What follows belongs to an exercise in optimizing a design on an open flow for small area, a short achievable clock period and few clock cycles per item; a production flow would make more cautious choices.
Where RTL was checked, it was by simulation tests only, not by an equivalence proof against the original.
No functional check of the RTL was part of run 1.

### run.sh
#!/bin/bash
# synth_recipe.tcl (not shown) runs the flow's synth.tcl, then flattens the netlist and writes it again
# the make line also repeats each setting of config.mk as NAME=value (left out here)
make -C /OpenROAD-flow-scripts/flow DESIGN_CONFIG=/design/flow/config.mk WORK_HOME=/design/flow/orfs CLKGATE_MAP_FILE= SYNTH_SCRIPT=/design/flow/synth_recipe.tcl finish
### config.mk
export PLATFORM = sky130hd
export DESIGN_NAME = decimal_text_to_int_parser
export DESIGN_NICKNAME = decimal_text_to_int_parser
export VERILOG_FILES = /design/flow/design.v
export SDC_FILE = /design/flow/constraint.sdc
export NUM_CORES = 4
export LEC_CHECK = 0
export CAP_MARGIN = 20
export CORE_MARGIN = 2
export CORE_UTILIZATION = 40
export SETUP_SLACK_MARGIN = 5
export SLEW_MARGIN = 20
### constraint.sdc
create_clock -name core_clock -period 10.0 [get_ports {clk}]
set_input_delay 2.0000 -clock core_clock [delete_from_list [all_inputs] [get_ports {clk}]]
set_output_delay 2.0000 -clock core_clock [all_outputs]
set_load 0.01 [all_outputs]
### design.v
`default_nettype none
package dtip_pkg;
	localparam logic [3:0] C_MINUS = 4'b1010;
	localparam logic [3:0] C_PLUS  = 4'b1011;
	localparam logic [3:0] C_E     = 4'b1100;
	localparam logic [3:0] C_OTHER = 4'b1111;
	localparam logic [2:0] PH_SIGN       = 3'd0;
	localparam logic [2:0] PH_DIGITS     = 3'd1;
	localparam logic [2:0] PH_EXP_SIGN   = 3'd2;
	localparam logic [2:0] PH_EXP_DIGITS = 3'd3;
	localparam logic [2:0] PH_STOP       = 3'd4;
endpackage
`default_nettype wire
`default_nettype none
module decimal_text_to_int_parser (
	input  wire logic  clk,
	input  wire logic  arst_n,
	input  wire logic  cfg_we,
	input  wire logic  cfg_wdata,
	input  wire logic        in_valid,
	output logic             in_ready,
	input  wire logic [7:0]  in_char,
	input  wire logic        in_last,
	output logic             out_valid,
	input  wire logic        out_ready,
	output logic [31:0]      out_value
);
	logic       av_q, bv_q;      
	logic       al_q, bl_q;
	logic [3:0] ac_q, bc_q;
	logic       rdy_q;
	logic [3:0] in_code;
	logic       accept;
	always_comb begin
		if (in_char[7:4] == 4'h3 && in_char[3:0] <= 4'd9)
			in_code = in_char[3:0];
		else if (in_char == 8'h2D)
			in_code = dtip_pkg::C_MINUS;
		else if (in_char == 8'h2B)
			in_code = dtip_pkg::C_PLUS;
		else if (in_char == 8'h45)
			in_code = dtip_pkg::C_E;
		else
			in_code = dtip_pkg::C_OTHER;
	end
	assign in_ready = rdy_q;
	assign accept   = in_valid && rdy_q;
	logic        exp_en_q;
	logic        fresh_q;    
	logic [2:0]  phase_q;    
	logic        neg_q;
	logic        sat_q;
	logic [3:0]  exp_q;      
	logic        eneg_q;
	logic [3:0]  nsig_q;     
	logic        mval_q;     
	logic        negm_q;     
	logic [31:0] mag_q;      
	logic        scale_q;
	logic        dec_q;      
	logic        all9_q;
	logic        ov_q;
	logic        neg_e;
	assign neg_e = neg_q && !fresh_q;
	logic        is_dig, is_minus, is_plus, is_e;
	logic [3:0]  d;
	assign d        = ac_q;
	assign is_dig   = !(ac_q[3] && (ac_q[2] || ac_q[1]));
	assign is_minus = (ac_q == dtip_pkg::C_MINUS);
	assign is_plus  = (ac_q == dtip_pkg::C_PLUS);
	assign is_e     = (ac_q == dtip_pkg::C_E);
	logic [4:0]  dd;         
	logic [30:0] x;
	logic [29:0] t;          
	logic [30:0] m;          
	always_comb begin
		if (scale_q)
			dd = neg_q ? 5'd9 : 5'd0;
		else if (!negm_q)
			dd = {1'b0, d};
		else if (!mval_q)
			dd = {1'b0, d} - 5'd1;
		else
			dd = {1'b0, d} + 5'd9;
	end
	assign x = mag_q[30:0] & {31{mval_q}};
	always_comb begin
		logic [29:0] a, b, c, s, cy, g, p, gg, pp;
		a  = x[29:0];
		b  = {x[27:0], 2'b00};
		c  = {26'd0, dd[4:1]};
		s  = a ^ b ^ c;
		cy = {((a[28:0] & b[28:0]) | (a[28:0] & c[28:0]) | (b[28:0] & c[28:0])), 1'b0};
		g  = s & cy;
		p  = s ^ cy;
		gg = g;
		pp = p;
		for (int l = 0; (1 << l) < 30; l++) begin
			for (int i = 0; i < 30; i++) begin
				if (((i + 1) % (1 << (l + 1))) == 0) begin
					gg[i] = gg[i] | (pp[i] & gg[i - (1 << l)]);
					pp[i] = pp[i] & pp[i - (1 << l)];
				end
			end
		end
		for (int l = 4; l >= 1; l--) begin
			for (int i = 0; i < 30; i++) begin
				if (((i + 1) % (1 << l)) == (1 << (l - 1)) && i >= (1 << l)) begin
					gg[i] = gg[i] | (pp[i] & gg[i - (1 << (l - 1))]);
					pp[i] = pp[i] & pp[i - (1 << (l - 1))];
				end
			end
		end
		t = p ^ {gg[28:0], 1'b0};
	end
	assign m = {t, dd[0]};
	logic gt_k, eq_k, eq_k1, d_ge8, ovf_dig, ovf_scl;
	assign gt_k    = (x > 31'd214748364);
	assign eq_k    = (x == 31'd214748364);
	assign eq_k1   = (x == 31'd214748363);
	assign d_ge8   = d[3];
	assign ovf_scl = gt_k || (neg_q && eq_k);
	assign ovf_dig = gt_k || (negm_q ? (eq_k || (eq_k1 && d_ge8)) : (eq_k && d_ge8));
	logic        take_mant, take_exp, mant_dig, exp_dig, ovf;
	logic [2:0]  phase_nx;
	logic        neg_nx, eneg_nx;
	logic [3:0]  exp_nx, nsig_nx;
	assign take_mant = ((phase_q == dtip_pkg::PH_SIGN) && !is_minus && !is_plus) ||
		(phase_q == dtip_pkg::PH_DIGITS);
	assign take_exp  = ((phase_q == dtip_pkg::PH_EXP_SIGN) && !is_minus && !is_plus) ||
		(phase_q == dtip_pkg::PH_EXP_DIGITS);
	assign mant_dig  = take_mant && is_dig;
	assign exp_dig   = take_exp && is_dig;
	assign ovf       = mant_dig && ovf_dig;
	always_comb begin
		phase_nx = phase_q;
		neg_nx   = neg_e;
		exp_nx   = exp_q;
		eneg_nx  = eneg_q;
		nsig_nx  = nsig_q;
		if (phase_q == dtip_pkg::PH_SIGN && is_minus) begin
			neg_nx = !neg_e;
		end else if (phase_q == dtip_pkg::PH_EXP_SIGN && is_minus) begin
			eneg_nx  = 1'b1;
			phase_nx = dtip_pkg::PH_EXP_DIGITS;
		end else if (phase_q == dtip_pkg::PH_EXP_SIGN && is_plus) begin
			phase_nx = dtip_pkg::PH_EXP_DIGITS;
		end else if (take_mant) begin
			if (is_dig) begin
				phase_nx = ovf_dig ? dtip_pkg::PH_STOP : dtip_pkg::PH_DIGITS;
				if (nsig_q != 4'd0 || d != 4'd0)
					nsig_nx = nsig_q + 4'd1;
			end else if (is_e && exp_en_q && !al_q) begin
				phase_nx = dtip_pkg::PH_EXP_SIGN;
			end else begin
				phase_nx = dtip_pkg::PH_STOP;
			end
		end else if (take_exp) begin
			if (is_dig) begin
				phase_nx = dtip_pkg::PH_EXP_DIGITS;
				exp_nx   = (exp_q != 4'd0) ? 4'd10 : d;
			end else begin
				phase_nx = dtip_pkg::PH_STOP;
			end
		end
	end
	logic [3:0] ef;
	logic [4:0] sum_ne;
	logic       d_scale, d_sat, d_zero;
	assign ef      = exp_dig ? ((exp_q != 4'd0) ? 4'd10 : d) : exp_q;
	assign sum_ne  = {1'b0, nsig_q} + {1'b0, ef};
	assign d_scale = !mant_dig && ef != 4'd0 && nsig_q != 4'd0 &&
		(eneg_q ? (ef < nsig_q) : (sum_ne <= 5'd10));
	assign d_sat   = ovf || sat_q ||
		(!mant_dig && !eneg_q && ef != 4'd0 && nsig_q != 4'd0 && sum_ne >= 5'd11);
	assign d_zero  = (nsig_nx == 4'd0) || (!mant_dig && eneg_q && ef != 4'd0 && ef >= nsig_q);
	logic [1:0] chunk;
	logic [7:0] dq;
	logic [3:0] dr;
	assign chunk = phase_q[1:0];
	always_comb begin
		logic q;
		dr = (chunk == 2'd0) ? 4'd0 : nsig_q;
		for (int i = 7; i >= 0; i--) begin
			q     = dr[3] || (dr[2] && (dr[1] || dr[0]));
			dq[i] = q;
			dr    = {q ? (dr[3] && dr[0]) : dr[2],
				q ? (dr[3] ? !dr[0] : (dr[1] && dr[0])) : dr[1],
				dr[0] ^ q,
				mag_q[24 + i]};
		end
	end
	logic [7:0] wd;
	always_comb begin
		logic lz;
		lz = ((chunk == 2'd3) || !(|mag_q[23:16])) && (chunk[1] || !(|mag_q[15:8])) &&
			(chunk[1] || chunk[0] || !(|mag_q[7:0]));
		for (int i = 0; i < 8; i++) begin
			wd[i] = mag_q[24 + i] ^ lz;
			lz    = lz && !mag_q[24 + i];
		end
	end
	assign out_value = mag_q ^ {32{neg_q}};
	assign out_valid = ov_q;
	logic last9, scale_end, take, take_last;
	assign last9     = (dr == 4'd9);
	assign scale_end = scale_q && (!eneg_q ? (ovf_scl || exp_q == 4'd1) :
		(chunk == 2'd3 && (dec_q || (exp_q == 4'd1 && !(neg_q && !(all9_q && last9))))));
	assign take      = av_q && !scale_q && (!ov_q || out_ready);
	assign take_last = take && al_q;
	logic scale_nx, fresh_nx;
	assign scale_nx = take ? (al_q && d_scale) : (scale_q && !scale_end);
	assign fresh_nx = take ? al_q : fresh_q;
	always_ff @(posedge clk or negedge arst_n) begin
		if (!arst_n) begin
			av_q     <= 1'b0;
			bv_q     <= 1'b0;
			rdy_q    <= 1'b1;
			exp_en_q <= 1'b0;
			fresh_q  <= 1'b1;
			scale_q  <= 1'b0;
			ov_q     <= 1'b0;
			mval_q   <= 1'b0;
			negm_q   <= 1'b0;
			phase_q  <= dtip_pkg::PH_SIGN;
			sat_q    <= 1'b0;
			exp_q    <= 4'd0;
			eneg_q   <= 1'b0;
			nsig_q   <= 4'd0;
		end else begin
			if (take) begin
				av_q  <= bv_q || accept;
				bv_q  <= bv_q && accept;
				rdy_q <= 1'b1;
			end else begin
				av_q  <= av_q || accept;
				bv_q  <= bv_q || (av_q && accept);
				rdy_q <= !(av_q && (bv_q || accept));
			end
			if (cfg_we)
				exp_en_q <= cfg_wdata;
			fresh_q <= fresh_nx;
			scale_q <= scale_nx;
			ov_q    <= (take_last && !d_scale) || scale_end || (ov_q && !out_ready);
			if (take) begin
				mval_q <= !al_q && nsig_nx != 4'd0;
				negm_q <= !al_q && neg_nx;
				if (al_q) begin
					phase_q <= dtip_pkg::PH_SIGN;
					sat_q   <= 1'b0;
					nsig_q  <= 4'd0;
					if (d_scale) begin
						mval_q <= 1'b1;
						exp_q  <= ef;
						eneg_q <= eneg_q;
					end else begin
						exp_q  <= 4'd0;
						eneg_q <= 1'b0;
					end
				end else begin
					phase_q <= phase_nx;
					sat_q   <= sat_q || ovf;
					exp_q   <= exp_nx;
					eneg_q  <= eneg_nx;
					nsig_q  <= nsig_nx;
				end
			end else if (scale_q) begin
				if (scale_end) begin
					mval_q  <= 1'b0;
					phase_q <= dtip_pkg::PH_SIGN;
					exp_q   <= 4'd0;
					eneg_q  <= 1'b0;
					nsig_q  <= 4'd0;
				end else if (!eneg_q) begin
					exp_q <= exp_q - 4'd1;
				end else begin
					phase_q <= {1'b0, chunk + 2'd1};
					nsig_q  <= dr;
					if (chunk == 2'd3 && !dec_q)
						exp_q <= exp_q - 4'd1;
				end
			end
		end
	end
	always_ff @(posedge clk) begin
		if (take && bv_q) begin
			ac_q <= bc_q;
			al_q <= bl_q;
		end else if (take || !av_q) begin
			ac_q <= in_code;
			al_q <= in_last;
		end
		if (accept) begin
			bc_q <= in_code;
			bl_q <= in_last;
		end
		if (take) begin
			neg_q  <= neg_nx;
			dec_q  <= 1'b0;
			all9_q <= 1'b1;
			if (al_q && d_sat)
				mag_q <= {1'b0, {31{1'b1}}};
			else if (al_q && d_zero)
				mag_q <= {32{neg_nx}};
			else if (mant_dig)
				mag_q <= {1'b0, m};
		end else if (scale_q) begin
			if (!eneg_q) begin
				mag_q <= ovf_scl ? {1'b0, {31{1'b1}}} : {1'b0, m};
			end else begin
				mag_q <= {mag_q[23:0], dec_q ? wd : dq};
				if (chunk == 2'd3 && !dec_q) begin
					all9_q <= all9_q && last9;
					dec_q  <= (exp_q == 4'd1);
				end
			end
		end
	end
endmodule
`default_nettype wire
==> flow_summary.ini, run 1 <==
[clocking]
cts_tree = yes
cts_root_buf = clkbuf_16
cts_buffer_depth = 2
numCtsBuffers = 9
clock_latency_ns = 0.35
clkSinkCount = 67
clk_pin_slew_ns = 0.06
htreeDepth = 3
hold_buffers = 0

[timing]
slew_headroom_pct = 26.3
period_needed_ns = 5.20
fin_crit_sh_pct = 52.0
finalHoldViolations = 0
clock.fmax_mhz = 192
finClkSkew_ns = 0.0108
rsz0062_at_grt = true
slew_viol_final = 0
worst_pin_slew_ns = 1.09
holdWs_ns = 0.469
fin_setup_tns_ns = 0
setup_viol = 0

[global_route]
grt_pass1_vias = 6862
grt_pass1_wl_mm = 37.1
grt_max_degree = 37
grt_remaining_overflow = 0
grt_util_all_layers_pct = 21.8
antenna_found_initial = 0

[worst_setup_path]
crit_type = reg -> reg
endpoint_kind = register
cp.arrival_ns = 5.29
startpoint_type = register
cp.required_ns = 10.10
critPathMaxFanout = 4

[worst_hold_path]
hold_class = reg -> reg

[drt]
routed_wl_mm = 23.1
via_per_inst = 5.82
detail-route-antenna-nets = 0
remaining_drc_errors = 0
vias = 7278
drtIter0Drc = 596
dr.pass1.iters = 5
wl_per_cell_um = 18.5

[yosys]
syn_area_mm2 = 0.00796
ys_seq_area_share_pct = 23.7
syn-num-nets = 1057
avgSynthCellArea_um2 = 8.43
synth_cell_types = 90
synth_cells = 944
synth_edf_count = 43
ys_ff_latch = 67
synth_warnings = 1
ys.flop_type = edfxtp_1
synthArstFlopShare_pct = 32.8

[cells_and_area]
diodes = 0
postLayoutCellArea_mm2 = 0.00928
layout_common_cells = nor2_1 (84), ha_1 (77), nand2_1 (75)
syn2layout_area_growth_pct = 16.6
drive_gt1_share_pct = 12.3
nets = 1093
layout_commonest_cell = nor2_1

[floorplanning]
die_h_um = 145
top_level_ports = 49
die_w_um = 145
start_util_pct = 40.9
die-area_mm2 = 0.0210
fp-row-count = 51
core_region_area_mm2 = 0.0195

[placed_design]
dp_hpwl_mm = 16.6
gp_congestion = 0.877
port_buffers = 48
dpl_cell_area_mm2 = 0.00866

[run_status]
outcome = timing/DRC/antenna clean

[job]
maxCapViolCount = 0
-- cell usage after synthesis (13+ instances only) --
| cell | count | share of area, % |
|---|---|---|
| nand2b_1 | 16 | 1.3 |
| o22a_1 | 23 | 2.5 |
| xor2_1 | 48 | 5.3 |
| inv_1 | 65 | 3.1 |
| o21ai_0 | 52 | 3.3 |
| a21oi_1 | 55 | 3.5 |
| nand2_1 | 75 | 3.5 |
| clkbuf_1 | 35 | 1.7 |
| nor2_1 | 86 | 4.1 |
| edfxtp_1 | 43 | 16 |
| a31oi_1 | 13 | 1.0 |
| ha_1 | 80 | 13 |
| nor3_1 | 20 | 1.3 |
| dfrtp_1 | 20 | 6.3 |
| nand3_1 | 13 | 0.82 |
| and2_1 | 22 | 1.7 |
| a211oi_1 | 21 | 2.0 |
| fa_1 | 18 | 4.5 |
-- cell families (layout without fill, tap and decap cells) --
logic type                 after synthesis  count (layout)  synth area share (%)
and+or+nand+nor                        306             306                  19.3
adders and majority gates              101             101                  17.5
xor gates and xnor gates                60              60                  6.60
AOI/OAI and AO/OA                      277             277                  24.9
DFF                                     67              67                  23.7
muxes                                   12              12                  1.65
buffers and inverters                  121             162                  6.37
-- worst max-delay path, cell delays in order, from the launching register on --
cell	delay (ns)
dfrtp_2	0.43
buf_12	0.15
clkinv_8	0.06
ha_4	0.18
a21o_1	0.16
a21oi_2	0.14
xor2_1	0.15
o21ai_1	0.08
fa_1	0.52
inv_2	0.05
ha_4	0.25
a21o_1	0.10
a21o_1	0.13
a21o_1	0.11
a21o_1	0.14
a21oi_2	0.07
o31a_1	0.34
o211ai_1	0.23
a31oi_2	0.14
nor2_1	0.16
a211oi_2	0.06
o21a_1	0.21
o21a_1	0.21
fa_2	0.33
xor2_1	0.17
xnor2_1	0.14
nor2_1	0.05
o22a_1	0.18
-- what timing repair did --
item	in CTS	in global routing
setup buffers	16	8
cloned	1	0
pin swaps	25	21
setup endpoints to repair	27	27
resized for setup	17	17
-- through the flow --
step | instances | utilization [%] | setup WS, ns
floorplan | 944 | - | 5.00
finish | 1250 | 47.7 | 4.80
detailed placement | 1209 | 44.5 | 4.35
global placement | 1207 | 44.3 | 4.40
global route | 1250 | 47.7 | 4.54
CTS | 1242 | 47.1 | 4.74
-- layout make-up --
| cell class | instances | area, um2 |
|---|---|---|
| sequential | 67 | 1890 |
| clock inverter | 7 | 50.0 |
| timing repair buffer | 80 | 796 |
| multi-input combinational | 756 | 5730 |
| fill | 1901 | 10200 |
| inverter | 66 | 260 |
| clock buffer | 9 | 225 |
| tap | 265 | 332 |
-- layer usage --
layer	share of wire, %	up-vias	wire [um]	GRT usage (%)
met5	0	-	0	0
met2	48	205	11100	36.1
met4	1.3	0	301	4.95
met1	46	3531	10500	30.6
li1	-	3524	-	-
met3	5.1	18	1180	2.36
-- registers in the layout, summed over array words and instances (netlist names), 3 cells and up --
register / flops
bc_q: 4
mag_q: 32
nsig_q: 4
phase_q: 3
ac_q: 4
exp_q: 4
-- worst paths after layout --
path / depth (start not counted) / slack (ns) / to / from
worst min register to register: 2 / 0.47 / fresh_q / fresh_q
worst max register to register: 27 / 4.80 / mag_q[30] / mval_q
worst max-delay path: 27 / 4.80 / mag_q[30] / mval_q
worst min-delay path: 2 / 0.47 / fresh_q / fresh_q
max in group asynchronous: 1 / 7.97 / mval_q / arst_n
min in group asynchronous: 1 / 1.63 / exp_q[3] / arst_n
==> run 2, diff against run 1 <==
--- a/design.v
+++ b/design.v
@@ -85,32 +85,4 @@
 	end
-	assign x = mag_q[30:0] & {31{mval_q}};
-	always_comb begin
-		logic [29:0] a, b, c, s, cy, g, p, gg, pp;
-		a  = x[29:0];
-		b  = {x[27:0], 2'b00};
-		c  = {26'd0, dd[4:1]};
-		s  = a ^ b ^ c;
-		cy = {((a[28:0] & b[28:0]) | (a[28:0] & c[28:0]) | (b[28:0] & c[28:0])), 1'b0};
-		g  = s & cy;
-		p  = s ^ cy;
-		gg = g;
-		pp = p;
-		for (int l = 0; (1 << l) < 30; l++) begin
-			for (int i = 0; i < 30; i++) begin
-				if (((i + 1) % (1 << (l + 1))) == 0) begin
-					gg[i] = gg[i] | (pp[i] & gg[i - (1 << l)]);
-					pp[i] = pp[i] & pp[i - (1 << l)];
-				end
-			end
-		end
-		for (int l = 4; l >= 1; l--) begin
-			for (int i = 0; i < 30; i++) begin
-				if (((i + 1) % (1 << l)) == (1 << (l - 1)) && i >= (1 << l)) begin
-					gg[i] = gg[i] | (pp[i] & gg[i - (1 << (l - 1))]);
-					pp[i] = pp[i] & pp[i - (1 << (l - 1))];
-				end
-			end
-		end
-		t = p ^ {gg[28:0], 1'b0};
-	end
+	assign x = mag_q[30:0];
+	assign t = x[29:0] + {x[27:0], 2'b00} + {26'd0, dd[4:1]};
 	assign m = {t, dd[0]};
@@ -122,3 +94,3 @@
 	assign ovf_scl = gt_k || (neg_q && eq_k);
-	assign ovf_dig = gt_k || (negm_q ? (eq_k || (eq_k1 && d_ge8)) : (eq_k && d_ge8));
+	assign ovf_dig = mval_q && (gt_k || (negm_q ? (eq_k || (eq_k1 && d_ge8)) : (eq_k && d_ge8)));
 	logic        take_mant, take_exp, mant_dig, exp_dig, ovf;
@@ -305,3 +277,3 @@
 			else if (mant_dig)
-				mag_q <= {1'b0, m};
+				mag_q <= mval_q ? {1'b0, m} : {27'd0, dd};
 		end else if (scale_q) begin
--- a/config.mk
+++ b/config.mk
@@ -9,3 +9,4 @@
 export CORE_MARGIN = 2
-export CORE_UTILIZATION = 40
+export CORE_UTILIZATION = 65
+export PLACE_DENSITY = 0.8
 export SETUP_SLACK_MARGIN = 5
==> flow_summary.ini, run 2 <==
[clocking]
clkSinkCount = 67
cts_buffer_depth = 2
cts_root_buf = clkbuf_16
numCtsBuffers = 9
hold_buffers = 0
htreeDepth = 3
clock_latency_ns = 0.34
clk_pin_slew_ns = 0.06
cts_tree = yes

[global_route]
grtUsageMet1_pct = 47.2
grt_util_all_layers_pct = 34.3
antenna_found_initial = 0
grt_pass1_wl_mm = 35.4
grt_pass1_vias = 7064
grt_max_degree = 36
grt_util_met2_pct = 57.1
grt_remaining_overflow = 0
grt-busiest-layer = met2
grt_use_met3_pct = 5.20

[worst_setup_path]
endpoint_kind = register
r2r_cells = 19
cp.arrival_ns = 4.98
critPathMaxFanout = 4
startpoint_type = register
crit_type = reg -> reg
rr_startpoint = ac_q[1]
cp.required_ns = 10.09
rrSetupSlack_ns = 5.11
r2r-end = mag_q[29]

[drt]
via_per_inst = 6.72
dr.pass1.iters = 8
wl_per_cell_um = 19.9
remaining_drc_errors = 0
routed_wl_mm = 21.8
detail-route-antenna-nets = 0
vias = 7344
drtIter0Drc = 884

[floorplanning]
top_level_ports = 49
start_util_pct = 67.1
core_region_area_mm2 = 0.0115
die-area_mm2 = 0.0127
die_w_um = 113
fp-row-count = 39
die_h_um = 113

[yosys]
synthArstFlopShare_pct = 32.8
ys.flop_type = edfxtp_1
ys_seq_area_share_pct = 24.5
synth_edf_count = 43
ys_ff_latch = 67
syn-num-nets = 1018
synth_cells = 917
synth_commonest_cells = a21oi_1 (102), nor2_1 (88), ha_1 (81)
synth_cell_types = 95
synth.most_common_cell = a21oi_1
syn_area_mm2 = 0.00770
synth_warnings = 1
yosys.area.top_type_share_pct = 16.8
avgSynthCellArea_um2 = 8.39
synth_area_leaders = edfxtp_1 (17%), ha_1 (13%), a21oi_1 (6.6%), dfrtp_1 (6.5%), xor2_1 (5.1%)
yosys.area.top_type = edfxtp_1

[cells_and_area]
largest_reg_flops = 32
drive_gt1_share_pct = 10.2
multiInputGateArea_mm2 = 0.00555
nets = 1046
fillers = 826
layout_commonest_cell = a21oi_1
seqCellArea_mm2 = 0.00189
syn2layout_area_growth_pct = 12.4
top_register = mag_q
layout_common_cells = a21oi_1 (99), nor2_1 (88), ha_1 (81)
diodes = 0

[timing]
slew_headroom_pct = 41.0
finalHoldViolations = 0
fin_setup_tns_ns = 0
setup_ws_ns = 5.11
fin_crit_sh_pct = 48.9
holdWs_ns = 0.463
setup_viol = 0
clock.fmax_mhz = 204
period_needed_ns = 4.89
finClkSkew_ns = 0.00876
slew_viol_final = 0
rsz0062_at_grt = true
worst_pin_slew_ns = 0.881

[worst_hold_path]
worstHoldEndpoint = fresh_q
worstHoldStart = fresh_q
hold_class = reg -> reg
whs_path_depth = 2

[placed_design]
port_buffers = 48
gp_congestion = 0.962
post-place-ws_ns = 4.41
dp_hpwl_mm = 15.7

[run_status]
outcome = timing/DRC/antenna clean

[job]
maxCapViolCount = 0
run 2: cell count changes after synthesis, moves of 13 or more:
cell     before  now
a21oi_1      55  102
inv_1        65   35
fa_1         18    5
and2_1       22    4
o22a_1       23    1
xnor2_1      12   25
nand3_1      13   28
run 2: worst max path at each step:
stage	cells past startpoint	slack, ns	start	end
finish	19	5.11	ac_q[1]	mag_q[29]
global route	18	4.89	mval_q	mag_q[29]
CTS	18	4.97	phase_q[0]	mag_q[29]
detailed placement	18	4.41	mval_q	mag_q[29]
global placement	18	4.48	ac_q[0]	mag_q[29]
floorplan	21	5.14	mval_q	mag_q[30]
run 2: through the flow:
step | util, % | instance area (um2) | instances
6_report | 75.5 | 8650 | 1093
5_1_grt | 75.5 | 8650 | 1093
4_1_cts | 74.7 | 8560 | 1089
3_5_place_dp | 71.3 | 8180 | 1068
3_3_place_gp | 71.3 | 8180 | 1068
2_1_floorplan | - | 7700 | 917
run 2: per-layer routing:
metal	share of wire, %	vias up	wire length [um]
li1	-	3448	-
met1	42	3439	9100
met2	47	408	10300
met3	8.6	49	1870
met4	2.2	0	477
met5	0	-	0
run 2: logic make-up (layout without fill, tap and decap cells):
family | Yosys count | after routing | share of synthesized area (%)
adder cells (fa/ha/maj) | 87 | 87 | 14.6
flip-flops | 67 | 67 | 24.5
multiplexers | 17 | 17 | 2.36
buffers and inverters | 83 | 116 | 4.52
XOR/XNOR | 73 | 73 | 8.83
AO/OA/AOI/OAI | 289 | 289 | 24.5
AND/OR/NAND/NOR | 301 | 301 | 20.7
run 2: critical path: stages (launching register included):
cell	delay [ns]
edfxtp_1	0.45
ha_1	0.34
a21o_1	0.18
a21oi_1	0.16
xor2_1	0.16
mux2i_1	0.12
fa_1	0.52
inv_1	0.07
ha_1	0.29
a21o_1	0.15
a21o_1	0.24
a2111oi_4	0.42
o21ai_0	0.24
a22oi_2	0.28
a21oi_2	0.14
a31oi_2	0.26
o21bai_1	0.13
a31oi_1	0.25
nand3_1	0.10
nor3b_1	0.16
run 2: timing repair:
action                                 in CTS  in global routing
setup endpoints to repair                  22                 56
gates resized for setup                    10                 14
pin swaps                                   3                  7
endpoints found under the hold margin       0                  0
buffers inserted                            5                  4
run 2: area by class of cell:
cell class | instances | area share [%]
Clock inverter | 7 | 1.14
Tap cell | 143 | 2.07
Clock buffer | 9 | 2.60
Multi-Input combinational cell | 767 | 64.2
Timing Repair Buffer | 59 | 6.45
Sequential cell | 67 | 21.8
Inverter | 41 | 1.78
Testbench counts of run 2, summed over its fixed seeds: cycles 15,027, strings 2,400.
==> run 3, diff against run 2 <==
--- a/config.mk
+++ b/config.mk
@@ -7,6 +7,6 @@
 export LEC_CHECK = 0
+export ABC_AREA = 1
 export CAP_MARGIN = 20
 export CORE_MARGIN = 2
-export CORE_UTILIZATION = 65
-export PLACE_DENSITY = 0.8
+export CORE_UTILIZATION = 40
 export SETUP_SLACK_MARGIN = 5
==> flow_summary.ini, run 3 <==
[run_status]
outcome = timing/DRC/antenna clean

[clocking]
htreeDepth = 3
cts_root_buf = clkbuf_16
clock_latency_ns = 0.35
clkSinkCount = 67
cts_buffer_depth = 2
clk_pin_slew_ns = 0.06
numCtsBuffers = 9
cts_tree = yes

[timing]
slew_headroom_pct = 42.6
period_needed_ns = 5.19
fin_setup_tns_ns = 0
slew_viol_final = 0
rsz0062_at_grt = true
setup_viol = 0
finalHoldViolations = 0
finClkSkew_ns = 0.0121
fin_crit_sh_pct = 51.9
worst_pin_slew_ns = 0.861
clock.fmax_mhz = 193

[cells_and_area]
syn2layout_area_growth_pct = 21.7
largest_reg_flops = 32
multiInputGateArea_mm2 = 0.00513
top_register = mag_q
layout_commonest_cell = nand2_1
fillers = 1792
postLayoutCellArea_mm2 = 0.00896
nets = 1159
layout_common_cells = nand2_1 (194), inv_1 (103), ha_1 (76)
finalNonFillerCells = 1292
diodes = 0
seqCellArea_mm2 = 0.00189
drive_gt1_share_pct = 16.7

[global_route]
grt_pass1_vias = 6528
grt_pass1_wl_mm = 33.0
grt_max_degree = 52
grt_remaining_overflow = 0
antenna_found_initial = 0
grt_util_all_layers_pct = 20.6

[yosys]
yosys.area.top_type_share_pct = 17.5
synth_cell_types = 50
ys_seq_area_share_pct = 25.6
synth_area_leaders = edfxtp_1 (18%), ha_1 (14%), nand2_1 (10%), xor2_1 (7.0%), dfrtp_1 (6.8%)
synth_commonest_cells = nand2_1 (200), inv_1 (109), ha_1 (81)
synth.most_common_cell = nand2_1
synthArstFlopShare_pct = 32.8
syn_area_mm2 = 0.00736
syn-num-nets = 1081
ys_ff_latch = 67
synth_cells = 980
synth_warnings = 1
yosys.area.top_type = edfxtp_1
synth_edf_count = 43
avgSynthCellArea_um2 = 7.51
ys.flop_type = edfxtp_1

[placed_design]
dpl_cell_area_mm2 = 0.00807
placedCellCount = 1235
gp_congestion = 0.916
port_buffers = 48
dp_hpwl_mm = 14.6

[drt]
wl_per_cell_um = 15.8
via_per_inst = 5.48
vias = 7074
dr.pass1.iters = 6
routed_wl_mm = 20.4
remaining_drc_errors = 0
drtIter0Drc = 591
detail-route-antenna-nets = 0

[worst_setup_path]
startpoint_type = register
endpoint_kind = register
max_stage_delay_ns = 0.52
critPathMaxFanout = 4
cp.arrival_ns = 5.25
cp.required_ns = 10.06
crit_type = reg -> reg
slowest_stage = fa_1

[floorplanning]
fp-row-count = 49
top_level_ports = 49
die_w_um = 140
die-area_mm2 = 0.0195
die_h_um = 140
core_region_area_mm2 = 0.0180
start_util_pct = 40.9

[job]
maxCapViolCount = 0

[worst_hold_path]
hold_class = reg -> reg
[run 3: changes by cell type after synthesis, moves of 20 or more]
cell | before | now
nand2_2 | 0 | 20
a21o_1 | 21 | 1
a21oi_1 | 102 | 68
nand3_1 | 28 | 58
nand2_1 | 68 | 200
nor2_1 | 88 | 62
a22oi_1 | 3 | 26
inv_1 | 35 | 109
[run 3: what timing repair did]
item                       4_1_cts  5_1_grt
setup endpoints to repair        8       58
gates cloned                     0        0
hold buffers                     0        0
setup buffers                   24       17
pin swaps                       22       28
resized for setup               25       36
[run 3: through the flow]
step	util (%)	setup WS, ns	hold slack, ns
2_1_floorplan	-	4.92	0.440
3_3_place_gp	44.8	4.32	0.459
3_5_place_dp	44.8	4.26	0.464
4_1_cts	48.0	4.92	0.479
5_1_grt	49.7	4.46	0.493
6_report	49.7	4.81	0.482
[run 3: worst paths after layout]
check                            start         to  slack (ns)  depth (start not counted)
worst max-delay path            mval_q  mag_q[29]        4.81                         31
worst min-delay path              bv_q      rdy_q        0.48                          1
worst max register to register  mval_q  mag_q[29]        4.81                         31
worst min register to register    bv_q      rdy_q        0.48                          1
max in group asynchronous       arst_n    fresh_q        7.69                          2
min in group asynchronous       arst_n   exp_q[3]        2.02                          2
[run 3: kinds of logic after synthesis]
family / share of synthesized area, %
AOI/OAI and AO/OA: 17.9
buffers and inverters: 8.41
adders and majority gates: 15.1
and+or+nand+nor: 24.2
xor gates and xnor gates: 8.21
DFF: 25.6
muxes: 0.612
[run 3: area by class of cell]
cell class              count  area share (%)
clock inverters             4           0.377
inverters                 121            5.10
multi-input cells         763            57.3
repair buffers             96            9.67
clock buffers              12            3.35
well taps                 229            3.20
flip-flops and latches     67            21.1
[run 3: routing by layer]
layer	track usage (%)	up-vias	wire length (um)
met5	0	-	0
met4	4.26	0	237
met3	3.23	22	1200
met2	32.0	194	9130
met1	30.4	3327	9870
li1	-	3531	-
[run 3: critical path: cells and delay by family, from the launching register on]
kind | cells | cell delay, ns
AOI/OAI and AO/OA | 15 | 1.97
xor gates and xnor gates | 1 | 0.15
adders and majority gates | 3 | 1.24
buffers and inverters | 2 | 0.22
DFF | 1 | 0.44
and+or+nand+nor | 10 | 0.90
==> run 4, diff against run 3 <==
--- a/config.mk
+++ b/config.mk
@@ -7,3 +7,2 @@
 export LEC_CHECK = 0
-export ABC_AREA = 1
 export CAP_MARGIN = 20
==> flow_summary.ini, run 4 <==
[timing]
fin_setup_tns_ns = 0
rsz0062_at_grt = true
clock.fmax_mhz = 209
finalHoldViolations = 0
fin_crit_sh_pct = 47.8
setup_viol = 0
worst_pin_slew_ns = 0.859
period_needed_ns = 4.78
slew_headroom_pct = 42.5
slew_viol_final = 0
finClkSkew_ns = 0.00396

[floorplanning]
top_level_ports = 49
die_w_um = 143
die_h_um = 143
core_region_area_mm2 = 0.0188
start_util_pct = 41.0
die-area_mm2 = 0.0204
fp-row-count = 50

[yosys]
avgSynthCellArea_um2 = 8.39
synthArstFlopShare_pct = 32.8
synth_cells = 917
synth_commonest_cells = a21oi_1 (102), nor2_1 (88), ha_1 (81)
syn-num-nets = 1018
synth_warnings = 1
synth_area_leaders = edfxtp_1 (17%), ha_1 (13%), a21oi_1 (6.6%), dfrtp_1 (6.5%), xor2_1 (5.1%)
syn_area_mm2 = 0.00770
ys_seq_area_share_pct = 24.5
synth_cell_types = 95
ys_ff_latch = 67
synth.most_common_cell = a21oi_1
yosys.area.top_type_share_pct = 16.8
yosys.area.top_type = edfxtp_1
synth_edf_count = 43
ys.flop_type = edfxtp_1

[cells_and_area]
layout_common_cells = a21oi_1 (101), nor2_1 (88), ha_1 (81)
top_register = mag_q
finalCoreUtilization_pct = 46.7
fillers = 1865
diodes = 0
seqCellArea_mm2 = 0.00189
largest_reg_flops = 32
drive_gt1_share_pct = 9.67
syn2layout_area_growth_pct = 13.8
multiInputGateArea_mm2 = 0.00554
layout_commonest_cell = a21oi_1
nets = 1047

[placed_design]
dp_hpwl_mm = 15.4
port_buffers = 48
gp_congestion = 0.903

[global_route]
antenna_found_initial = 0
grt_pass1_vias = 6508
grt_remaining_overflow = 0
grt_util_all_layers_pct = 21.6
grt_pass1_wl_mm = 35.2
grt_max_degree = 36

[worst_setup_path]
rrSetupSlack_ns = 5.22
cp_num_buf_inv = 2
cp.required_ns = 10.09
path_cells = inv_2 > ha_1 > a21o_1 > a21oi_1 > xor2_1 > mux2i_1 > fa_1 > inv_1 > ha_1 > a21o_1 > a21o_1 > a2111oi_4 > o21ai_0 > a22oi_1 > a21oi_1 > a31oi_2 > o21bai_1 > a31oi_1 > nand3_1 > nor3b_1
max_stage_delay_ns = 0.53
crit_top_cell = a21o_1
critPathMaxFanout = 5
slowest_stage = fa_1
crit_type = reg -> reg
critical_path.top_delay_family = compound AO/OA/AOI/OAI gates
endpoint_kind = register
cp.arrival_ns = 4.87
startpoint_type = register

[clocking]
htreeDepth = 3
cts_root_buf = clkbuf_16
clkSinkCount = 67
cts_buffer_depth = 2
numCtsBuffers = 9
cts_tree = yes
clock_latency_ns = 0.35
clk_pin_slew_ns = 0.06

[drt]
remaining_drc_errors = 0
wl_per_cell_um = 18.0
drtIter0Drc = 493
via_per_inst = 5.86
dr.pass1.iters = 5
detail-route-antenna-nets = 0
routed_wl_mm = 21.3
vias = 6948

[worst_hold_path]
hold_class = reg -> reg

[run_status]
outcome = timing/DRC/antenna clean

[job]
maxCapViolCount = 0
==> run 4: cell count changes in the layout (fill, tap and decap cells not counted), moves of 14 or more <==
cell | previous run | this run
a21o_1 | 1 | 21
nor2_1 | 60 | 88
nand2_1 | 194 | 66
a22oi_1 | 25 | 3
xnor2_1 | 9 | 25
nand3_1 | 56 | 28
inv_1 | 103 | 34
nand2_2 | 26 | 2
buf_4 | 41 | 12
nand3_2 | 14 | 0
a21oi_1 | 61 | 101
==> run 4: per-stage QoR <==
stage	cell area, um2	hold WS (ns)	cells	worst slack (ns)
after CTS	8670	0.469	1179	4.97
after global routing	8760	0.494	1185	4.88
after detailed placement	8300	0.456	1160	4.30
after global placement	8300	0.463	1160	4.40
after floorplan	7700	0.439	917	5.14
final	8760	0.464	1185	5.22
==> run 4: final timing paths <==
check / endpoint / start / cells past startpoint
min in group asynchronous: eneg_q / arst_n / 2
min: rdy_q / bv_q / 1
max reg2reg: mag_q[29] / mval_q / 20
max: mag_q[29] / mval_q / 20
max in group asynchronous: fresh_q / arst_n / 2
min reg2reg: rdy_q / bv_q / 1
==> run 4: cells by family (layout without fill, tap and decap cells) <==
kind of cell | after synthesis | after routing | share of synthesized area [%]
flip-flops | 67 | 67 | 24.5
adder cells (fa/ha/maj) | 87 | 87 | 14.6
buffers and inverters | 83 | 117 | 4.52
XOR/XNOR | 73 | 73 | 8.83
multiplexers | 17 | 17 | 2.36
AND/OR/NAND/NOR | 301 | 301 | 20.7
AO/OA/AOI/OAI | 289 | 289 | 24.5
==> run 4: timing repair <==
action,4_1_cts,5_1_grt
hold buffers,0,0
resized for setup,10,10
setup endpoints to repair,23,56
pin swaps,2,6
buffers inserted,3,6
cloned,0,0
==> run 4: cell type report <==
cell class,instances,area share [%]
sequential,67,21.5
timing repair buffer,60,6.51
clock buffer,10,2.61
multi-input combinational,767,63.2
tap,234,3.34
clock inverter,6,1.03
inverter,41,1.76
==> run 4: per-layer routing <==
metal | global-route usage [%] | vias to the layer above | routed length [um]
met5 | 0 | - | 0
met4 | 5.58 | 0 | 252
met3 | 2.52 | 18 | 967
met2 | 34.2 | 198 | 9790
met1 | 31.4 | 3279 | 10300
li1 | - | 3453 | -
==> run 5, diff against run 4 <==
--- a/config.mk
+++ b/config.mk
@@ -7,3 +7,3 @@
 export LEC_CHECK = 0
-export CAP_MARGIN = 20
+export CAP_MARGIN = 0
 export CORE_MARGIN = 2
@@ -11,2 +11,2 @@
 export SETUP_SLACK_MARGIN = 5
-export SLEW_MARGIN = 20
+export SLEW_MARGIN = 0
==> flow_summary.ini, run 5 <==
[run_status]
outcome = timing/DRC/antenna clean

[timing]
worst_pin_slew_ns = 0.859
slew_headroom_pct = 42.5
rsz0062_at_grt = true
setup_viol = 0
period_needed_ns = 4.78
slew_viol_final = 0
fin_setup_tns_ns = 0
holdWs_ns = 0.464
finClkSkew_ns = 0.00396
clock.fmax_mhz = 209
fin_crit_sh_pct = 47.8
finalHoldViolations = 0

[cells_and_area]
drive_gt1_share_pct = 9.67
finalCoreUtilization_pct = 46.7
postLayoutCellArea_mm2 = 0.00876
largest_reg_flops = 32
nets = 1047
top_register = mag_q
layout_common_cells = a21oi_1 (101), nor2_1 (88), ha_1 (81)
syn2layout_area_growth_pct = 13.8
diodes = 0
seqCellArea_mm2 = 0.00189
layout_commonest_cell = a21oi_1
multiInputGateArea_mm2 = 0.00554
fillers = 1865
finalNonFillerCells = 1185

[placed_design]
dpl_cell_area_mm2 = 0.00830
gp_congestion = 0.903
placedCellCount = 1160
port_buffers = 48
dp_hpwl_mm = 15.4

[yosys]
synth_cells = 917
ys.flop_type = edfxtp_1
avgSynthCellArea_um2 = 8.39
synthArstFlopShare_pct = 32.8
yosys.area.top_type_share_pct = 16.8
synth_cell_types = 95
yosys.area.top_type = edfxtp_1
synth_edf_count = 43
ys_seq_area_share_pct = 24.5
synth_warnings = 1
syn-num-nets = 1018
ys_ff_latch = 67
synth_commonest_cells = a21oi_1 (102), nor2_1 (88), ha_1 (81)
synth_area_leaders = edfxtp_1 (17%), ha_1 (13%), a21oi_1 (6.6%), dfrtp_1 (6.5%), xor2_1 (5.1%)
syn_area_mm2 = 0.00770
synth.most_common_cell = a21oi_1

[worst_hold_path]
worstHoldEndpoint = rdy_q
worstHoldStart = bv_q
hold_class = reg -> reg
whs_path_depth = 1

[worst_setup_path]
startpoint_type = register
r2r_cells = 20
endpoint_kind = register
crit_start = mval_q
cp.required_ns = 10.09
critPathMaxFanout = 5
crit_type = reg -> reg
rrSetupSlack_ns = 5.22
cp.arrival_ns = 4.87
r2r-end = mag_q[29]
rr_startpoint = mval_q

[drt]
wl_per_cell_um = 18.0
dr.pass1.iters = 5
routed_wl_mm = 21.3
vias = 6948
drtIter0Drc = 493
via_per_inst = 5.86
remaining_drc_errors = 0
detail-route-antenna-nets = 0

[clocking]
htreeDepth = 3
numCtsBuffers = 9
cts_tree = yes
cts_buffer_depth = 2
cts_root_buf = clkbuf_16
hold_buffers = 0
clk_pin_slew_ns = 0.06
clock_latency_ns = 0.35
clkSinkCount = 67

[floorplanning]
die_w_um = 143
fp-row-count = 50
die-area_mm2 = 0.0204
core_region_area_mm2 = 0.0188
top_level_ports = 49
die_h_um = 143
start_util_pct = 41.0

[global_route]
grt_max_degree = 36
grt_util_all_layers_pct = 21.6
grt_pass1_wl_mm = 35.2
antenna_found_initial = 0
grt_remaining_overflow = 0
grt_pass1_vias = 6508

[job]
maxCapViolCount = 0
## run 5: cell counts after synthesis
No cell type changed its count.
## run 5: metal layers
layer  global-route usage [%]  wire (um)  up-vias
li1                         -          -     3453
met1                     31.4      10300     3279
met2                     34.2       9790      198
met3                     2.52        967       18
met4                     5.58        252        0
met5                        0          0        -
## run 5: how the worst max path moves through the flow
stage	endpoint	slack, ns	cells after the start
floorplan	mag_q[30]	5.14	21
global placement	mag_q[29]	4.40	18
detailed placement	mag_q[29]	4.30	18
CTS	mag_q[29]	4.97	17
global route	mag_q[29]	4.88	20
finish	mag_q[29]	5.22	20
## run 5: critical path: stages, from the launching register on
cell and delay [ns]:
dfrtp_2 0.43, inv_2 0.11, ha_1 0.23, a21o_1 0.17
a21oi_1 0.16, xor2_1 0.16, mux2i_1 0.12, fa_1 0.53
inv_1 0.07, ha_1 0.28, a21o_1 0.15, a21o_1 0.23
a2111oi_4 0.44, o21ai_0 0.21, a22oi_1 0.23, a21oi_1 0.18
a31oi_2 0.24, o21bai_1 0.11, a31oi_1 0.22, nand3_1 0.09
nor3b_1 0.16
## run 5: cell families after synthesis
kind of cell    Yosys count  share of synthesized area, %
simple gates            301                          20.7
compound gates          289                          24.5
fa+ha+maj                87                          14.6
buf+inv                  83                          4.52
xor+xnor                 73                          8.83
flops                    67                          24.5
mux                      17                          2.36
## run 5: stage by stage
stage,worst slack (ns)
2_1_floorplan,5.14
3_3_place_gp,4.40
3_5_place_dp,4.30
4_1_cts,4.97
5_1_grt,4.88
6_report,5.22
## run 5: layout make-up
cell class	count	share of cell area (%)
Multi-Input combinational cell	767	63.2
Sequential cell	67	21.5
Timing Repair Buffer	60	6.51
Tap cell	234	3.34
Clock buffer	10	2.61
Inverter	41	1.76
Clock inverter	6	1.03
## run 5: timing repair
action                                  4_1_cts  5_1_grt
gates resized for setup                      10       10
endpoints found under the setup margin       23       56
setup buffers                                 3        6
gates cloned                                  0        0
pin swaps                                     2        6
==> run 6, diff against run 5 <==
--- a/config.mk
+++ b/config.mk
@@ -7,6 +7,7 @@
 export LEC_CHECK = 0
-export CAP_MARGIN = 0
+export CAP_MARGIN = 20
 export CORE_MARGIN = 2
 export CORE_UTILIZATION = 40
+export CTS_BUF_LIST = sky130_fd_sc_hd__clkbuf_2 sky130_fd_sc_hd__clkbuf_4 sky130_fd_sc_hd__clkbuf_8
 export SETUP_SLACK_MARGIN = 5
-export SLEW_MARGIN = 0
+export SLEW_MARGIN = 20
==> flow_summary.ini, run 6 <==
[clocking]
cts_tree = yes
cts_root_buf = clkbuf_8
htreeDepth = 3
clock_latency_ns = 0.37
numCtsBuffers = 9
cts_buffer_depth = 2
clkSinkCount = 67
clk_pin_slew_ns = 0.08

[floorplanning]
core_region_area_mm2 = 0.0188
die_h_um = 143
fp-row-count = 50
top_level_ports = 49
start_util_pct = 41.0
die-area_mm2 = 0.0204
die_w_um = 143

[yosys]
yosys.area.top_type_share_pct = 16.8
synth_area_leaders = edfxtp_1 (17%), ha_1 (13%), a21oi_1 (6.6%), dfrtp_1 (6.5%), xor2_1 (5.1%)
ys_seq_area_share_pct = 24.5
synthArstFlopShare_pct = 32.8
ys.flop_type = edfxtp_1
synth_edf_count = 43
synth_cell_types = 95
synth_cells = 917
yosys.area.top_type = edfxtp_1
ys_ff_latch = 67
syn-num-nets = 1018
synth.most_common_cell = a21oi_1
syn_area_mm2 = 0.00770
synth_commonest_cells = a21oi_1 (102), nor2_1 (88), ha_1 (81)
synth_warnings = 1
avgSynthCellArea_um2 = 8.39

[worst_setup_path]
startpoint_type = register
cp.arrival_ns = 4.91
critical_path.top_delay_family = compound AO/OA/AOI/OAI gates
cp_num_buf_inv = 2
slowest_stage = fa_1
critPathMaxFanout = 5
cp.required_ns = 10.12
max_stage_delay_ns = 0.53
endpoint_kind = register
crit_top_cell = a21o_1
crit_type = reg -> reg
path_cells = inv_2 > ha_1 > a21o_1 > a21oi_1 > xor2_1 > mux2i_1 > fa_1 > inv_1 > ha_1 > a21o_1 > a21o_1 > a2111oi_4 > o21ai_0 > a22oi_1 > a21oi_1 > a31oi_2 > o21bai_1 > a31oi_1 > nand3_1 > nor3b_1

[cells_and_area]
diodes = 0
layout_commonest_cell = a21oi_1
finalCoreUtilization_pct = 46.2
top_register = mag_q
finalNonFillerCells = 1185
layout_common_cells = a21oi_1 (100), nor2_1 (88), ha_1 (81)
nets = 1047
drive_gt1_share_pct = 9.88
syn2layout_area_growth_pct = 12.6
postLayoutCellArea_mm2 = 0.00867
largest_reg_flops = 32
fillers = 1877

[timing]
rsz0062_at_grt = true
clock.fmax_mhz = 209
slew_viol_final = 0
holdWs_ns = 0.467
fin_crit_sh_pct = 47.9
fin_setup_tns_ns = 0
period_needed_ns = 4.79
finalHoldViolations = 0
setup_ws_ns = 5.21
slew_headroom_pct = 42.9
finClkSkew_ns = 0.00306
setup_viol = 0
worst_pin_slew_ns = 0.856

[drt]
via_per_inst = 5.87
detail-route-antenna-nets = 0
routed_wl_mm = 21.3
remaining_drc_errors = 0
wl_per_cell_um = 18.0
drtIter0Drc = 503
vias = 6961
dr.pass1.iters = 5

[global_route]
grt_util_met2_pct = 33.8
grt_pass1_wl_mm = 35.1
grt_use_met3_pct = 2.45
grt-busiest-layer = met2
grt_pass1_vias = 6498
grt_max_degree = 36
grtUsageMet1_pct = 31.4
grt_util_all_layers_pct = 21.5
antenna_found_initial = 0
grt_remaining_overflow = 0

[placed_design]
port_buffers = 48
dpl_cell_area_mm2 = 0.00830
placedCellCount = 1160
dp_hpwl_mm = 15.4
post-place-ws_ns = 4.30
gp_congestion = 0.903

[worst_hold_path]
hold_class = reg -> reg

[job]
maxCapViolCount = 0

[run_status]
outcome = timing/DRC/antenna clean
==> run 6: timing repair <==
item,4_1_cts,5_1_grt
gates resized for setup,10,11
setup endpoints to repair,23,56
setup buffers,3,6
hold endpoints to repair,0,0
pin swaps,2,6
cloned,0,0
hold buffers,0,0
==> run 6: logic make-up after synthesis <==
family	count (synthesis)	synth area share [%]
xor gates and xnor gates	73	8.83
DFF	67	24.5
and+or+nand+nor	301	20.7
adders and majority gates	87	14.6
buffers and inverters	83	4.52
AOI/OAI and AO/OA	289	24.5
muxes	17	2.36
==> run 6: path summary, 6_finish.rpt <==
path / cells after the start / to / slack (ns) / from
setup / recovery: 20 / mag_q[29] / 5.21 / mval_q
hold / removal: 1 / rdy_q / 0.47 / bv_q
setup reg to reg: 20 / mag_q[29] / 5.21 / mval_q
hold reg to reg: 1 / rdy_q / 0.47 / bv_q
max in group asynchronous: 2 / rdy_q / 7.72 / arst_n
min in group asynchronous: 2 / exp_q[0] / 1.99 / arst_n
==> run 6: area by class of cell <==
type / count / area, um2 / share of cell area [%]
clock buffer: 10 / 131 / 1.52
clock inverter: 6 / 90.1 / 1.04
inverter: 41 / 154 / 1.78
multi-input combinational: 767 / 5540 / 63.9
sequential: 67 / 1890 / 21.8
tap: 234 / 293 / 3.38
timing repair buffer: 60 / 571 / 6.58
==> run 6: layer usage <==
metal	vias up	share of wire, %
met5	-	0
met2	171	46
met3	23	4.1
li1	3449	-
met1	3318	49
met4	0	1.5
==> run 7, diff against run 6 <==
==> flow/run.sh (new file) <==
#!/bin/bash
# Own flow: the standard layout, run by standard.sh unchanged (same synthesis, steps and
# settings from config.mk), except that the port buffers global placement inserts are
# sky130_fd_sc_hd__buf_1 rather than the delay cell buffer_ports picks by itself.
# make's full output goes to flow_make.log here; each ORFS step also logs under orfs/logs.
set -euo pipefail
export BUFFER_PORTS_ARGS="-buffer_cell sky130_fd_sc_hd__buf_1"
bash standard.sh > flow_make.log 2>&1
==> standard.sh (new file) <==
#!/bin/bash
# synth_recipe.tcl (not shown) runs the flow's synth.tcl, then flattens the netlist and writes it again
# the make line also repeats each setting of config.mk as NAME=value (left out here)
make -C /OpenROAD-flow-scripts/flow DESIGN_CONFIG=/design/flow/config.mk WORK_HOME=/design/flow/orfs CLKGATE_MAP_FILE= SYNTH_SCRIPT=/design/flow/synth_recipe.tcl "${@:-finish}"
--- a/config.mk
+++ b/config.mk
@@ -10,3 +10,2 @@
 export CORE_UTILIZATION = 40
-export CTS_BUF_LIST = sky130_fd_sc_hd__clkbuf_2 sky130_fd_sc_hd__clkbuf_4 sky130_fd_sc_hd__clkbuf_8
 export SETUP_SLACK_MARGIN = 5
removed: run.sh
==> flow_summary.ini, run 7 <==
[run_status]
outcome = timing/DRC/antenna clean

[yosys]
syn_area_mm2 = 0.00770
yosys.area.top_type = edfxtp_1
synthArstFlopShare_pct = 32.8
ys.flop_type = edfxtp_1
synth_warnings = 1
ys_ff_latch = 67
synth.most_common_cell = a21oi_1
synth_cell_types = 95
avgSynthCellArea_um2 = 8.39
syn-num-nets = 1018
synth_commonest_cells = a21oi_1 (102), nor2_1 (88), ha_1 (81)
ys_seq_area_share_pct = 24.5
synth_cells = 917
yosys.area.top_type_share_pct = 16.8
synth_edf_count = 43
synth_area_leaders = edfxtp_1 (17%), ha_1 (13%), a21oi_1 (6.6%), dfrtp_1 (6.5%), xor2_1 (5.1%)

[timing]
fin_crit_sh_pct = 47.1
setup_ws_ns = 5.29
finalHoldViolations = 0
worst_pin_slew_ns = 1.04
slew_headroom_pct = 30.2
slew_viol_final = 0
clock.fmax_mhz = 212
fin_setup_tns_ns = 0
setup_viol = 0
rsz0062_at_grt = false
period_needed_ns = 4.71
finClkSkew_ns = 0.00969

[clocking]
clk_pin_slew_ns = 0.06
cts_tree = yes
cts_root_buf = clkbuf_16
clock_latency_ns = 0.35
numCtsBuffers = 9
clkSinkCount = 67
cts_buffer_depth = 2
hold_buffers = 0
htreeDepth = 3

[worst_setup_path]
rrSetupSlack_ns = 5.29
startpoint_type = register
crit_type = reg -> reg
cp.arrival_ns = 4.80
r2r_cells = 18
endpoint_kind = register
cp.required_ns = 10.09
r2r-end = mag_q[29]
rr_startpoint = mval_q
critPathMaxFanout = 9

[drt]
vias = 7044
remaining_drc_errors = 0
via_per_inst = 5.93
wl_per_cell_um = 18.2
drtIter0Drc = 492
dr.pass1.iters = 6
detail-route-antenna-nets = 0
routed_wl_mm = 21.7

[cells_and_area]
layout_common_cells = a21oi_1 (100), nor2_1 (88), ha_1 (81)
postLayoutCellArea_mm2 = 0.00846
drive_gt1_share_pct = 9.97
largest_reg_flops = 32
layout_commonest_cell = a21oi_1
top_register = mag_q
diodes = 0
syn2layout_area_growth_pct = 9.96
nets = 1049
finalCoreUtilization_pct = 45.1

[worst_hold_path]
whs_path_depth = 1
worstHoldStart = bv_q
hold_class = reg -> reg
worstHoldEndpoint = rdy_q

[floorplanning]
die_h_um = 143
fp-row-count = 50
die_w_um = 143
start_util_pct = 41.0
die-area_mm2 = 0.0204
top_level_ports = 49
core_region_area_mm2 = 0.0188

[global_route]
grt_remaining_overflow = 0
antenna_found_initial = 0
grt_max_degree = 36
grt_util_all_layers_pct = 21.4
grt_pass1_vias = 6611
grt_pass1_wl_mm = 34.9

[job]
maxCapViolCount = 0

[placed_design]
gp_congestion = 0.949
port_buffers = 48
post-place-ws_ns = 4.32
dpl_cell_area_mm2 = 0.00800
dp_hpwl_mm = 15.5
run 7: critical path, cell delays in order, from the launching register on:
cell and delay [ns]:
dfrtp_2 0.41, buf_4 0.17, fa_1 0.40, nor2b_1 0.13, nor3_1 0.06, xnor2_1 0.16, nor3b_2 0.26, fa_1 0.48
ha_1 0.35, a21o_1 0.23, a2111oi_4 0.45, o21ai_1 0.17, a22oi_2 0.25, a21oi_2 0.12, a31oi_2 0.24, o21bai_1 0.12
a31oi_1 0.21, nand3_1 0.09, nor3b_1 0.15
run 7: layout make-up:
type	instances	area, um2
fillers	1892	10300
multi-input cells	767	5540
flip-flops and latches	67	1890
well taps	234	293
repair buffers	62	285
clock buffers	9	225
inverters	41	154
clock inverters	7	81.3
run 7: metal layers:
| metal | routed length (um) | global-route usage (%) | vias up |
|---|---|---|---|
| li1 | - | - | 3465 |
| met1 | 10400 | 31.0 | 3362 |
| met2 | 9820 | 33.4 | 192 |
| met3 | 1060 | 2.58 | 25 |
| met4 | 359 | 6.25 | 0 |
| met5 | 0 | 0 | - |
run 7: kinds of logic (layout without fill, tap and decap cells):
group	after synthesis	after routing	share of synthesized area [%]
AOI/OAI and AO/OA	289	289	24.5
and+or+nand+nor	301	301	20.7
xor gates and xnor gates	73	73	8.83
adders and majority gates	87	87	14.6
DFF	67	67	24.5
muxes	17	17	2.36
buffers and inverters	83	119	4.52
run 7: how the worst max path moves through the flow:
stage / startpoint / endpoint / slack (ns) / cells past startpoint
6_report: mval_q / mag_q[29] / 5.29 / 18
3_5_place_dp: mval_q / mag_q[29] / 4.32 / 18
4_1_cts: mval_q / mag_q[29] / 5.01 / 20
2_1_floorplan: mval_q / mag_q[30] / 5.14 / 21
3_3_place_gp: ac_q[0] / mag_q[29] / 4.41 / 18
5_1_grt: ac_q[1] / mag_q[29] / 4.93 / 19
run 7: what timing repair did:
action	4_1_cts	5_1_grt
buffers inserted	3	8
pin swaps	2	6
gates resized for setup	10	11
endpoints found under the setup margin	23	55
run 7: metrics by stage:
stage / cells / hold WS [ns]
5_1_grt: 1187 / 0.497
6_report: 1187 / 0.465
3_5_place_dp: 1160 / 0.463
4_1_cts: 1179 / 0.470
2_1_floorplan: 917 / 0.439
3_3_place_gp: 1160 / 0.455
==> run 8, diff against run 7 <==
--- a/config.mk
+++ b/config.mk
@@ -10,2 +10,5 @@
 export CORE_UTILIZATION = 40
+export CTS_BUF_LIST = sky130_fd_sc_hd__clkbuf_4 sky130_fd_sc_hd__clkbuf_8
+export CTS_CLUSTER_DIAMETER = 200
+export CTS_CLUSTER_SIZE = 40
 export SETUP_SLACK_MARGIN = 5
==> flow_summary.ini, run 8 <==
[yosys]
synthArstFlopShare_pct = 32.8
synth_cells = 917
syn_area_mm2 = 0.00770
ys_ff_latch = 67
synth_area_leaders = edfxtp_1 (17%), ha_1 (13%), a21oi_1 (6.6%), dfrtp_1 (6.5%), xor2_1 (5.1%)
avgSynthCellArea_um2 = 8.39
synth_edf_count = 43
synth_commonest_cells = a21oi_1 (102), nor2_1 (88), ha_1 (81)
yosys.area.top_type_share_pct = 16.8
synth.most_common_cell = a21oi_1
syn-num-nets = 1018
ys.flop_type = edfxtp_1
synth_cell_types = 95
yosys.area.top_type = edfxtp_1
ys_seq_area_share_pct = 24.5
synth_warnings = 1

[floorplanning]
core_region_area_mm2 = 0.0188
fp-row-count = 50
top_level_ports = 49
die_w_um = 143
start_util_pct = 41.0
die_h_um = 143
die-area_mm2 = 0.0204

[timing]
finalHoldViolations = 0
rsz0062_at_grt = false
period_needed_ns = 4.72
setup_viol = 0
slew_headroom_pct = 32.7
slew_viol_final = 0
fin_crit_sh_pct = 47.2
finClkSkew_ns = 0.00965
worst_pin_slew_ns = 1.01
clock.fmax_mhz = 212
fin_setup_tns_ns = 0

[global_route]
grt_max_degree = 36
grt_remaining_overflow = 0
antenna_found_initial = 0
grt_pass1_wl_mm = 35.0
grt_pass1_vias = 6625
grt_util_all_layers_pct = 21.4

[clocking]
cts_tree = yes
numCtsBuffers = 9
hold_buffers = 0
cts_buffer_depth = 2
cts_root_buf = clkbuf_8
htreeDepth = 3
clock_latency_ns = 0.38
clk_pin_slew_ns = 0.09
clkSinkCount = 67

[worst_setup_path]
max_stage_delay_ns = 0.54
cp.required_ns = 10.13
slowest_stage = a211oi_1
cp.arrival_ns = 4.85
crit_top_cell = a21oi_1
critPathMaxFanout = 8
crit_type = reg -> reg
path_cells = inv_1 > ha_1 > or3b_2 > nor2_1 > mux2_2 > ha_1 > inv_1 > fa_1 > o22ai_1 > a21oi_1 > o31ai_1 > a21oi_1 > o31ai_1 > a211oi_1 > o21ai_4 > buf_4 > a21oi_1 > nor4_1 > or2_1
startpoint_type = register
endpoint_kind = register

[drt]
routed_wl_mm = 21.6
drtIter0Drc = 468
wl_per_cell_um = 18.2
vias = 7019
detail-route-antenna-nets = 0
remaining_drc_errors = 0
via_per_inst = 5.91
dr.pass1.iters = 5

[cells_and_area]
syn2layout_area_growth_pct = 8.65
layout_common_cells = a21oi_1 (100), nor2_1 (88), ha_1 (81)
drive_gt1_share_pct = 9.97
top_register = mag_q
nets = 1049
largest_reg_flops = 32
diodes = 0
layout_commonest_cell = a21oi_1

[job]
maxCapViolCount = 0

[placed_design]
port_buffers = 48
dp_hpwl_mm = 15.5
gp_congestion = 0.949

[run_status]
outcome = timing/DRC/antenna clean

[worst_hold_path]
hold_class = reg -> reg
==> run 8: cell counts after synthesis <==
No cell type changed its count.
==> run 8: cell families (layout without fill, tap and decap cells) <==
logic type	Yosys count	count (layout)	synth area share [%]
xor+xnor	73	73	8.83
mux	17	17	2.36
buf+inv	83	119	4.52
flops	67	67	24.5
fa+ha+maj	87	87	14.6
simple gates	301	301	20.7
compound gates	289	289	24.5
==> run 8: critical path: cells and delay by family (launching register included) <==
family          cells  cell delay [ns]
compound gates      8             1.59
flops               1             0.44
simple gates        4             1.01
mux                 1             0.22
fa+ha+maj           3             0.81
buf+inv             3             0.37
==> run 8: area by class of cell <==
cell class	instances	area, um2
clock buffer	9	124
clock inverter	7	81.3
fill	1895	10400
inverter	41	154
multi-input combinational	767	5540
sequential	67	1890
tap	234	293
timing repair buffer	62	285
==> run 8: metrics by stage <==
| step | cells | hold slack (ns) | area, um2 | utilization (%) | worst slack (ns) |
|---|---|---|---|---|---|
| final | 1187 | 0.468 | 8360 | 44.6 | 5.28 |
| after global routing | 1187 | 0.502 | 8360 | 44.6 | 4.97 |
| after CTS | 1179 | 0.474 | 8250 | 44.0 | 5.01 |
| after detailed placement | 1160 | 0.463 | 8000 | 42.6 | 4.32 |
| after global placement | 1160 | 0.455 | 8000 | 42.6 | 4.41 |
| after floorplan | 917 | 0.439 | 7700 | - | 5.14 |
==> run 8: layer usage <==
layer,wire [um],global-route usage (%),part of all wire [%]
met3,1100,3.39,5.1
met5,0,0,0
met1,10400,30.7,48
met2,9740,33.5,45
met4,330,5.73,1.5
==> run 8: worst paths after layout <==
path / slack [ns] / end / startpoint / depth (start not counted)
min in group asynchronous: 1.59 / nsig_q[0] / arst_n / 2
worst max register to register: 5.28 / mag_q[0] / exp_q[0] / 19
max in group asynchronous: 8.12 / rdy_q / arst_n / 2
worst max-delay path: 5.28 / mag_q[0] / exp_q[0] / 19
worst min-delay path: 0.47 / rdy_q / bv_q / 1
worst min register to register: 0.47 / rdy_q / bv_q / 1
==> run 8: what timing repair did <==
action / in CTS / in global routing
pin swaps: 2 / 6
buffers inserted: 3 / 8
endpoints found under the setup margin: 23 / 55
resized for setup: 10 / 11

-- port drivers added, routing unchanged --
How much do the figures lean on ideal ports? The routed layouts below were timed once more, with nothing changed but the port constraints.
Step 1 (the two cells are an assumption about what drives the block):
set clk [get_ports {clk}]
set_driving_cell -lib_cell sky130_fd_sc_hd__clkbuf_16 $clk
set_driving_cell -lib_cell sky130_fd_sc_hd__buf_2 [delete_from_list [all_inputs] $clk]
Step 2 times the ports against the registers' clock, not the clock port: input delays grow and output delays shrink by t, the midpoint of the rising clock arrivals with the driver on.
Slacks: ideal / step 1 / step 2; pairs: ideal / step 1.
| run | t (ns) | slack for setup (ns) | worst slew at a driven data input, ns |
|---|---|---|---|
| run 1 | 0.390 | 4.805 / 4.805 / 4.805 | 0.03 |
| run 2 | 0.378 | 5.106 / 5.106 / 4.872 | 0.03 |
| run 3 | 0.382 | 4.809 / 4.809 / 4.809 | 0.03 |
| run 4 | 0.384 | 5.224 / 5.224 / 4.887 | 0.04 |
| run 5 | 0.384 | 5.224 / 5.224 / 4.887 | 0.04 |
| run 6 | 0.405 | 5.208 / 5.208 / 4.919 | 0.04 |
| run 7 | 0.387 | 5.293 / 5.293 / 4.954 | 0.04 |
| run 8 | 0.411 | 5.285 / 5.285 / 4.976 | 0.04 |
After both steps every run listed still meets setup and hold. For run 7, which loses most, drivers alone change the setup slack by 0.000 ns; drivers and shift together by -0.339 ns.
